Background: an optimization exercise with open tools, aiming at small area, a short achievable clock period and few clock cycles per item. Do not read the settings as production practice.
In this exercise RTL edits were held to simulation tests only and were not proved equivalent to the original.
Power figures rest on the tool's default switching activity, not on a simulated workload.

==> inputs of v9 <==
==> flow/design.v (excerpt) <==
module poly1305_reduce
(
  input  logic           clk,
  input  logic           rst,
  input  logic           start,
  input  logic [P_W-1:0] P,
  output logic [H_W-1:0] H,
  output logic           ready,
  output logic           busy
);
  logic [130:0] u;
  logic [130:0] v;
  logic [129:0] sum1;
  logic [1:0]   qt;
  logic [5:0]   l_next;
  logic [129:0] s0_next;
  logic [4-1:0] kb_next;
  logic         kl_next;
  logic         cpre_next;
  logic [129:0] s0;
  logic [4-1:0] kb;
  logic         kl;
  logic         cpre;
  logic [4:0]   l5;
  logic [4:0]   l10;
  logic         e1;
  logic         e2;
  logic         k;
  logic         g_root;
  logic         p_root;
  logic         zc;
  logic         cin5;
  logic         c;
  poly1305_fold5 u_fold (
    .lo (P[129:0]),
    .hi (P[258:130]),
    .u  (u),
    .v  (v)
  );
  logic b0_g0;
  assign b0_g0 = u[0] & v[0];
  logic b0_g1;
  assign b0_g1 = u[1] & v[1];
  logic b0_g2;
  assign b0_g2 = u[2] & v[2];
  logic b0_g3;
  assign b0_g3 = u[3] & v[3];
  logic b0_g4;
  assign b0_g4 = u[4] & v[4];
  logic b0_g5;
  assign b0_g5 = u[5] & v[5];
  logic b0_g6;
  assign b0_g6 = u[6] & v[6];
  logic b0_g7;
  assign b0_g7 = u[7] & v[7];
  logic b0_g8;
  assign b0_g8 = u[8] & v[8];
  logic b0_g9;
  assign b0_g9 = u[9] & v[9];
  logic b0_g10;
  assign b0_g10 = u[10] & v[10];
  logic b0_g11;
  assign b0_g11 = u[11] & v[11];
  logic b0_g12;
  assign b0_g12 = u[12] & v[12];
  logic b0_g13;
  assign b0_g13 = u[13] & v[13];
  logic b0_g14;
  assign b0_g14 = u[14] & v[14];
  logic b0_g15;
  assign b0_g15 = u[15] & v[15];
  logic b0_g16;
  assign b0_g16 = u[16] & v[16];
  logic b0_g17;
  assign b0_g17 = u[17] & v[17];
  logic b0_g18;
  assign b0_g18 = u[18] & v[18];
  logic b0_g19;
  assign b0_g19 = u[19] & v[19];
  logic b0_g20;
  assign b0_g20 = u[20] & v[20];
  logic b0_g21;
  assign b0_g21 = u[21] & v[21];
  logic b0_g22;
  assign b0_g22 = u[22] & v[22];
  logic b0_g23;
  assign b0_g23 = u[23] & v[23];
  logic b0_g24;
  assign b0_g24 = u[24] & v[24];
  logic b0_g25;
  assign b0_g25 = u[25] & v[25];
  logic b0_g26;
  assign b0_g26 = u[26] & v[26];
  logic b0_g27;
  assign b0_g27 = u[27] & v[27];
  logic b0_g28;
  assign b0_g28 = u[28] & v[28];
  ...
==> flow/config.mk <==
export PLATFORM = sky130hd
export DESIGN_NAME = poly1305_reduce
export DESIGN_NICKNAME = poly1305_reduce
export VERILOG_FILES = /design/flow/design.v
export SDC_FILE = /design/flow/constraint.sdc
export NUM_CORES = 4
export LEC_CHECK = 0
export ABC_AREA = 1
export CAP_MARGIN = 20
export CORE_MARGIN = 2
export CORE_UTILIZATION = 40
export SETUP_SLACK_MARGIN = 3
export SLEW_MARGIN = 20
==> flow/constraint.sdc <==
create_clock -name core_clock -period 6.0 [get_ports {clk}]
set_input_delay 1.2000 -clock core_clock [delete_from_list [all_inputs] [get_ports {clk}]]
set_output_delay 1.2000 -clock core_clock [all_outputs]
set_load 0.01 [all_outputs]
standard.sh (not shown) runs the stock make flow with config.mk's settings and CLKGATE_MAP_FILE= SYNTH_SCRIPT=/design/flow/synth_recipe.tcl, a recipe that flattens the netlist after the stock synthesis.
==> flow/flow/run.sh <==
#!/bin/bash
# Layout flow: the standard layout (standard.sh: ORFS with the standard flow's synthesis, config and
# constraints), except that the port buffers buffer_ports inserts are buf_1 cells instead of
# the cell it picks by default (clkdlybuf4s50_1, a slow delay cell). Every port still gets
# its buffer. The full output of the run is kept in standard_flow.log in this folder; ORFS
# keeps each step's own log under orfs/logs/.
set -euo pipefail
bash standard.sh "BUFFER_PORTS_ARGS=-buffer_cell sky130_fd_sc_hd__buf_1" finish > standard_flow.log 2>&1
==> v23 (differences from v9) <==
--- a/flow/config.mk
+++ b/flow/config.mk
@@ -11,3 +11,3 @@
 export CORE_UTILIZATION = 40
-export SETUP_SLACK_MARGIN = 3
+export SETUP_SLACK_MARGIN = 2.5
 export SLEW_MARGIN = 20
==> comparison table <==
item                                                                           v9                      v23
Status                                                    complete, no violations  complete, no violations
Overall Power                                                             8.25 mW                  7.48 mW
Final-stage net count                                                        3615                     3568
Post-cts repair resize count                                                  359                      267
Multi-input combinational cell count                                         2005                     2027
Total routing resource utilization after global routing                     25.7%                    25.5%
Post-detailed-placement half-perimeter wirelength                        40600 µm                 38900 µm
Sequential portion of the cell area                                         10.9%                    11.9%
Wire length after detailed routing                                       60400 µm                 61500 µm
Min setup slack post-route                                                1970 ps                  1990 ps
Total cell area at the placement stage                                 0.0202 mm²               0.0191 mm²
Clock network contribution to total cell area                               2.38%                    2.37%
Layout buffering overhead excluding clock cells                             15.8%                    13.2%
Layout-stage area growth over the synthesis result                          48.2%                    36.2%
Tightest slew margin relative to the limit                                  60.1%                    34.2%
Share of the final layout cell area in multi-input gates                    63.1%                    64.2%
Area occupied by registers                                            0.00278 mm²              0.00278 mm²
Final cycle utilization of the critical path                                67.1%                    66.8%
Number of buffers inserted to repair setup after CTS                           92                       51
Iter 0 DRT Violations                                                         935                      979
Routed wire per std cell                                                  16.7 µm                  17.2 µm
Testbench counts of v9, summed over its fixed seeds: cycles 1,600, items 1,600.
Testbench counts of v23, summed over its fixed seeds: cycles 1,600, items 1,600.

* * *

==> inputs of build 14 <==
Another version of the RTL of poly1305_reduce (not shown whole).
export LEC_CHECK = 0
export ABC_AREA = 1
export CAP_MARGIN = 20
export CORE_MARGIN = 2
export CORE_UTILIZATION = 40
export SETUP_SLACK_MARGIN = 2
export SLEW_MARGIN = 20
create_clock -name core_clock -period 6.0 [get_ports {clk}]
Scripts as last shown in full above: flow/flow/run.sh
==> build 92: changes against build 14 <==
Settings changed: CORE_UTILIZATION 40 to 45.
==> build 62: changes against build 14 <==
Settings changed: SETUP_SLACK_MARGIN 2 to 1.5.
==> flow_summary.yaml <==
outcome:
  status: "complete, no violations"
pwr:
  ir_drop_v: 0.000153
  power.internal_uw: 3370
drt:
  firstDrtPassIters: 6
  wl_met2_um: 18200
  avgRoutedWirePerCell_um: 14.0
worst_setup_path:
  cpMaxStageDelayCell: "dfxtp_1"
[end of results for build 62]
==> flow_summary.yaml <==
outcome:
  status: "complete, no violations"
drt:
  drtIter0Drc: 492
  firstDrtPassIters: 5
  wl_met2_um: 19400
  avgRoutedWirePerCell_um: 14.7
pwr:
  power.internal_uw: 3420
  ir_drop_v: 0.000159
worst_setup_path:
  cpMaxStageDelayCell: "dfxtp_2"
[end of results for build 14]
==> flow_summary.yaml <==
outcome:
  status: "complete, no violations"
drt:
  drtIter0Drc: 428
  firstDrtPassIters: 5
  wl_met2_um: 17800
  avgRoutedWirePerCell_um: 13.7
yosys:
  synth_commonest_cells: "325 x inv_1, 318 x nand2_1, 187 x nor2_1"
  synth_cell_types: 33
layout:
  multiInputGateArea_um2: 10400
pwr:
  power.internal_uw: 3400
worst_setup_path:
  cpMaxStageDelayCell: "dfxtp_1"
[end of results for build 92]
Testbench counts of build 14, summed over its fixed seeds: cycles 1,600, items 1,600.
Testbench counts of build 92, summed over its fixed seeds: cycles 1,600, items 1,600.
Testbench counts of build 62, summed over its fixed seeds: cycles 1,600, items 1,600.

* * *

==> job 4846 <==
poly1305_reduce, a different RTL version from the one above (not shown whole).
==> flow/design.v (excerpt) <==
module poly1305_reduce
(
  input  logic           clk,
  input  logic           rst,
  input  logic           start,
  input  logic [P_W-1:0] P,
  output logic [H_W-1:0] H,
  output logic           ready,
  output logic           busy
);
clock: 6.0 ns
lec_check: 0
cap_margin: 20
core_margin: 2
core_utilization: 40
setup_slack_margin: 2
slew_margin: 20
run.sh (not shown) runs the stock make flow with config.mk's settings and CLKGATE_MAP_FILE= SYNTH_SCRIPT=/design/flow/synth_recipe.tcl, a recipe that flattens the netlist after the stock synthesis.
Stock flow here: none of the scripts above is used.
==> job 4517 (differences from job 4846) <==
==> flow/flow/run.sh (new file) <==
#!/bin/bash
# Layout flow: the standard layout (standard.sh: ORFS with the standard flow's synthesis, config and
# constraints), except that the port buffers buffer_ports inserts are buf_1 cells instead of
# the cell it picks by default (clkdlybuf4s50_1, a slow delay cell). Every port still gets
# its buffer. The full output of the run is kept in standard_flow.log in this folder; ORFS
# keeps each step's own log under orfs/logs/.
set -euo pipefail
bash standard.sh "BUFFER_PORTS_ARGS=-buffer_cell sky130_fd_sc_hd__buf_1" finish > standard_flow.log 2>&1
==> flow/standard.sh (new file) <==
#!/bin/bash
# synth_recipe.tcl (not shown) runs the flow's synth.tcl, then flattens the netlist and writes it again
# the make line also repeats each setting of config.mk as NAME=value (left out here)
make -C /OpenROAD-flow-scripts/flow DESIGN_CONFIG=/design/flow/config.mk WORK_HOME=/design/flow/orfs CLKGATE_MAP_FILE= SYNTH_SCRIPT=/design/flow/synth_recipe.tcl "${@:-finish}"
- ABC_AREA: unset -> 1
- SETUP_SLACK_MARGIN: 2 -> 2.5
removed: flow/run.sh
==> flow_metrics.env <==
export IMPL_crit_cells=16
export IMPL_status="no timing/DRC/antenna violations"
export IMPL_relSlewSlack_pct=30.1
export IMPL_setup_worst_path_end="H[51]"
export IMPL_clkPwrFrac_pct=14.6
export IMPL_intPower_uw=3900
export IMPL_grt_util_all_layers_pct=25.4
export IMPL_gp_congestion=0.851
Source of the figures above: job 4846

==> flow_metrics.env <==
export IMPL_crit_cells=18
export IMPL_gp_congestion=0.906
export IMPL_status="no timing/DRC/antenna violations"
export IMPL_setup_worst_path_end="H[18]"
export IMPL_grt_util_all_layers_pct=25.8
export IMPL_intPower_uw=3900
Source of the figures above: job 4517

Testbench counts of job 4846, summed over its fixed seeds: cycles 1,600, items 1,600.
Testbench counts of job 4517, summed over its fixed seeds: cycles 1,600, items 1,600.

* * *

==> inputs of 07-28 <==
poly1305_reduce with an RTL version that a note above also has.
==> flow/design.v (excerpt) <==
module poly1305_reduce
(
  input  logic           clk,
  input  logic           rst,
  input  logic           start,
  input  logic [P_W-1:0] P,
  output logic [H_W-1:0] H,
  output logic           ready,
  output logic           busy
);
  logic [130:0] u;
  logic [130:0] v;
  logic [129:0] sum1;
  logic [1:0]   qt;
  logic [5:0]   l_next;
  logic [129:0] s0_next;
  logic [16-1:0] kb_next;
  logic         kl_next;
  logic         cpre_next;
  logic [16-1:0] gp_next;
  logic [16-1:0] gg_next;
  logic [16-1:0] gp;
  logic [16-1:0] gg;
  logic [129:0] s0;
  logic [16-1:0] kb;
  logic         kl;
  logic         cpre;
  logic [4:0]   l5;
  logic [4:0]   l10;
  logic         e1;
  logic         e2;
  logic         k;
  logic         g_root;
  logic         p_root;
  logic         zc;
  logic         cin5;
  logic         c;
  poly1305_fold5 u_fold (
    .lo (P[129:0]),
    .hi (P[258:130]),
    .u  (u),
    .v  (v)
  );
  logic b0_g0;
  assign b0_g0 = u[0] & v[0];
  logic b0_g1;
  assign b0_g1 = u[1] & v[1];
  logic b0_g2;
  assign b0_g2 = u[2] & v[2];
  logic b0_g3;
  assign b0_g3 = u[3] & v[3];
  logic b0_g4;
  assign b0_g4 = u[4] & v[4];
  logic b0_g5;
  assign b0_g5 = u[5] & v[5];
  logic b0_g6;
  assign b0_g6 = u[6] & v[6];
  logic b0_g7;
  assign b0_g7 = u[7] & v[7];
  logic b0_p0;
  assign b0_p0 = u[0] ^ v[0];
  logic b0_p1;
  assign b0_p1 = u[1] ^ v[1];
  logic b0_p2;
  assign b0_p2 = u[2] ^ v[2];
  logic b0_p3;
  assign b0_p3 = u[3] ^ v[3];
  logic b0_p4;
  assign b0_p4 = u[4] ^ v[4];
  logic b0_p5;
  assign b0_p5 = u[5] ^ v[5];
  logic b0_p6;
  ...
clock: 6.0 ns
lec_check: 0
abc_area: 1
cap_margin: 20
core_margin: 2
core_utilization: 40
setup_slack_margin: 2.25
slew_margin: 20
standard.sh (not shown) runs the stock make flow with config.mk's settings and CLKGATE_MAP_FILE= SYNTH_SCRIPT=/design/flow/synth_recipe.tcl, a recipe that flattens the netlist after the stock synthesis.
==> flow/flow/run.sh <==
#!/bin/bash
# Layout flow: the standard layout (standard.sh: ORFS with the standard flow's synthesis, config and
# constraints), except that the port buffers buffer_ports inserts are buf_1 cells instead of
# the cell it picks by default (clkdlybuf4s50_1, a slow delay cell). Every port still gets
# its buffer. The full output of the run is kept in standard_flow.log in this folder; ORFS
# keeps each step's own log under orfs/logs/.
set -euo pipefail
bash standard.sh "BUFFER_PORTS_ARGS=-buffer_cell sky130_fd_sc_hd__buf_1" finish > standard_flow.log 2>&1
==> 12-02: changes against 07-28 <==
- GPL_TIMING_DRIVEN: default -> 1
- SETUP_SLACK_MARGIN: 2.25 -> 2
==> comparison table <==
item	12-02	07-28
Drt via density	4.68	4.78
Maximum single-stage delay on the critical path	0.35 ns	0.37 ns
Multi-input gate share of total cell area	0.575	0.588
Cell-internal power	3.42 mW	3.73 mW
Logic pwr share	0.510	0.542
Slew at the pin with the worst max-slew slack	0.662 ns	0.686 ns
Fraction of area in non-clock buffers	0.0932	0.111
Outcome	no timing/DRC/antenna violations	no timing/DRC/antenna violations
Area of the multi-input gates	0.0106 mm²	0.0120 mm²
Multi-In Gates	1301	1300
Setup repair bufs after CTS	6	31
Final-layout worst hold slack	0.551 ns	0.551 ns
Routed len/inst	14.7 µm	15.4 µm
Number of non-clock buffers	411	444
Seq pwr	1.90 mW	1.95 mW
Crit path arrival time	2.68 ns	2.62 ns
Layout Cells excl Fill	2766	2797
Fmax	0.258 GHz	0.262 GHz
Switching Power	2.76 mW	3.02 mW
Sequential power share	0.307	0.290
Largest net degree at the start of global routing	53	27
Number of nets in the final layout	2847	2879
Diode count	4	3
Via count	12900	13400
Fraction of power consumed by the clock network	0.183	0.168
Testbench counts of 07-28, summed over its fixed seeds: cycles 1,600, items 1,600.
Testbench counts of 12-02, summed over its fixed seeds: cycles 1,600, items 1,600.

## separate check: timing with driven ports
How much do the figures lean on ideal ports? The routed layouts below were timed once more, with nothing changed but the port constraints.
Step 1 assumes that a clkbuf_16 drives the clock port and a buf_2 every other input.
Step 2 also shifts input and output timing later by t, the mid clock arrival at the registers, as if the neighbouring blocks saw the same clock.
Three values: no drivers, after step 1, after step 2; two values: the first two.
run	t, ns	setup WS [ns]	worst setup path after step 2	clock arrival spread, ns
v9	0.503	1.972 / 1.917 / 2.336	input to register	0.012 / 0.012
v23	0.485	1.993 / 1.940 / 2.199	input to register	0.013 / 0.013
build 14	0.476	2.120 / 2.073 / 2.133	input to register	0.014 / 0.014
build 92	0.471	2.037 / 1.988 / 2.095	input to register	0.014 / 0.014
build 62	0.476	1.780 / 1.732 / 2.135	input to register	0.016 / 0.015
job 4846	0.472	1.341 / 1.290 / 1.708	input to register	0.012 / 0.013
job 4517	0.508	1.750 / 1.696 / 2.184	input to register	0.012 / 0.012
07-28	0.480	2.182 / 2.132 / 2.130	input to register	0.015 / 0.015
12-02	0.476	2.120 / 2.073 / 2.133	input to register	0.014 / 0.014
After both steps setup and hold are still met in every run listed. For 07-28, which loses most, drivers alone change the setup slack by -0.050 ns; drivers and shift together by -0.052 ns.
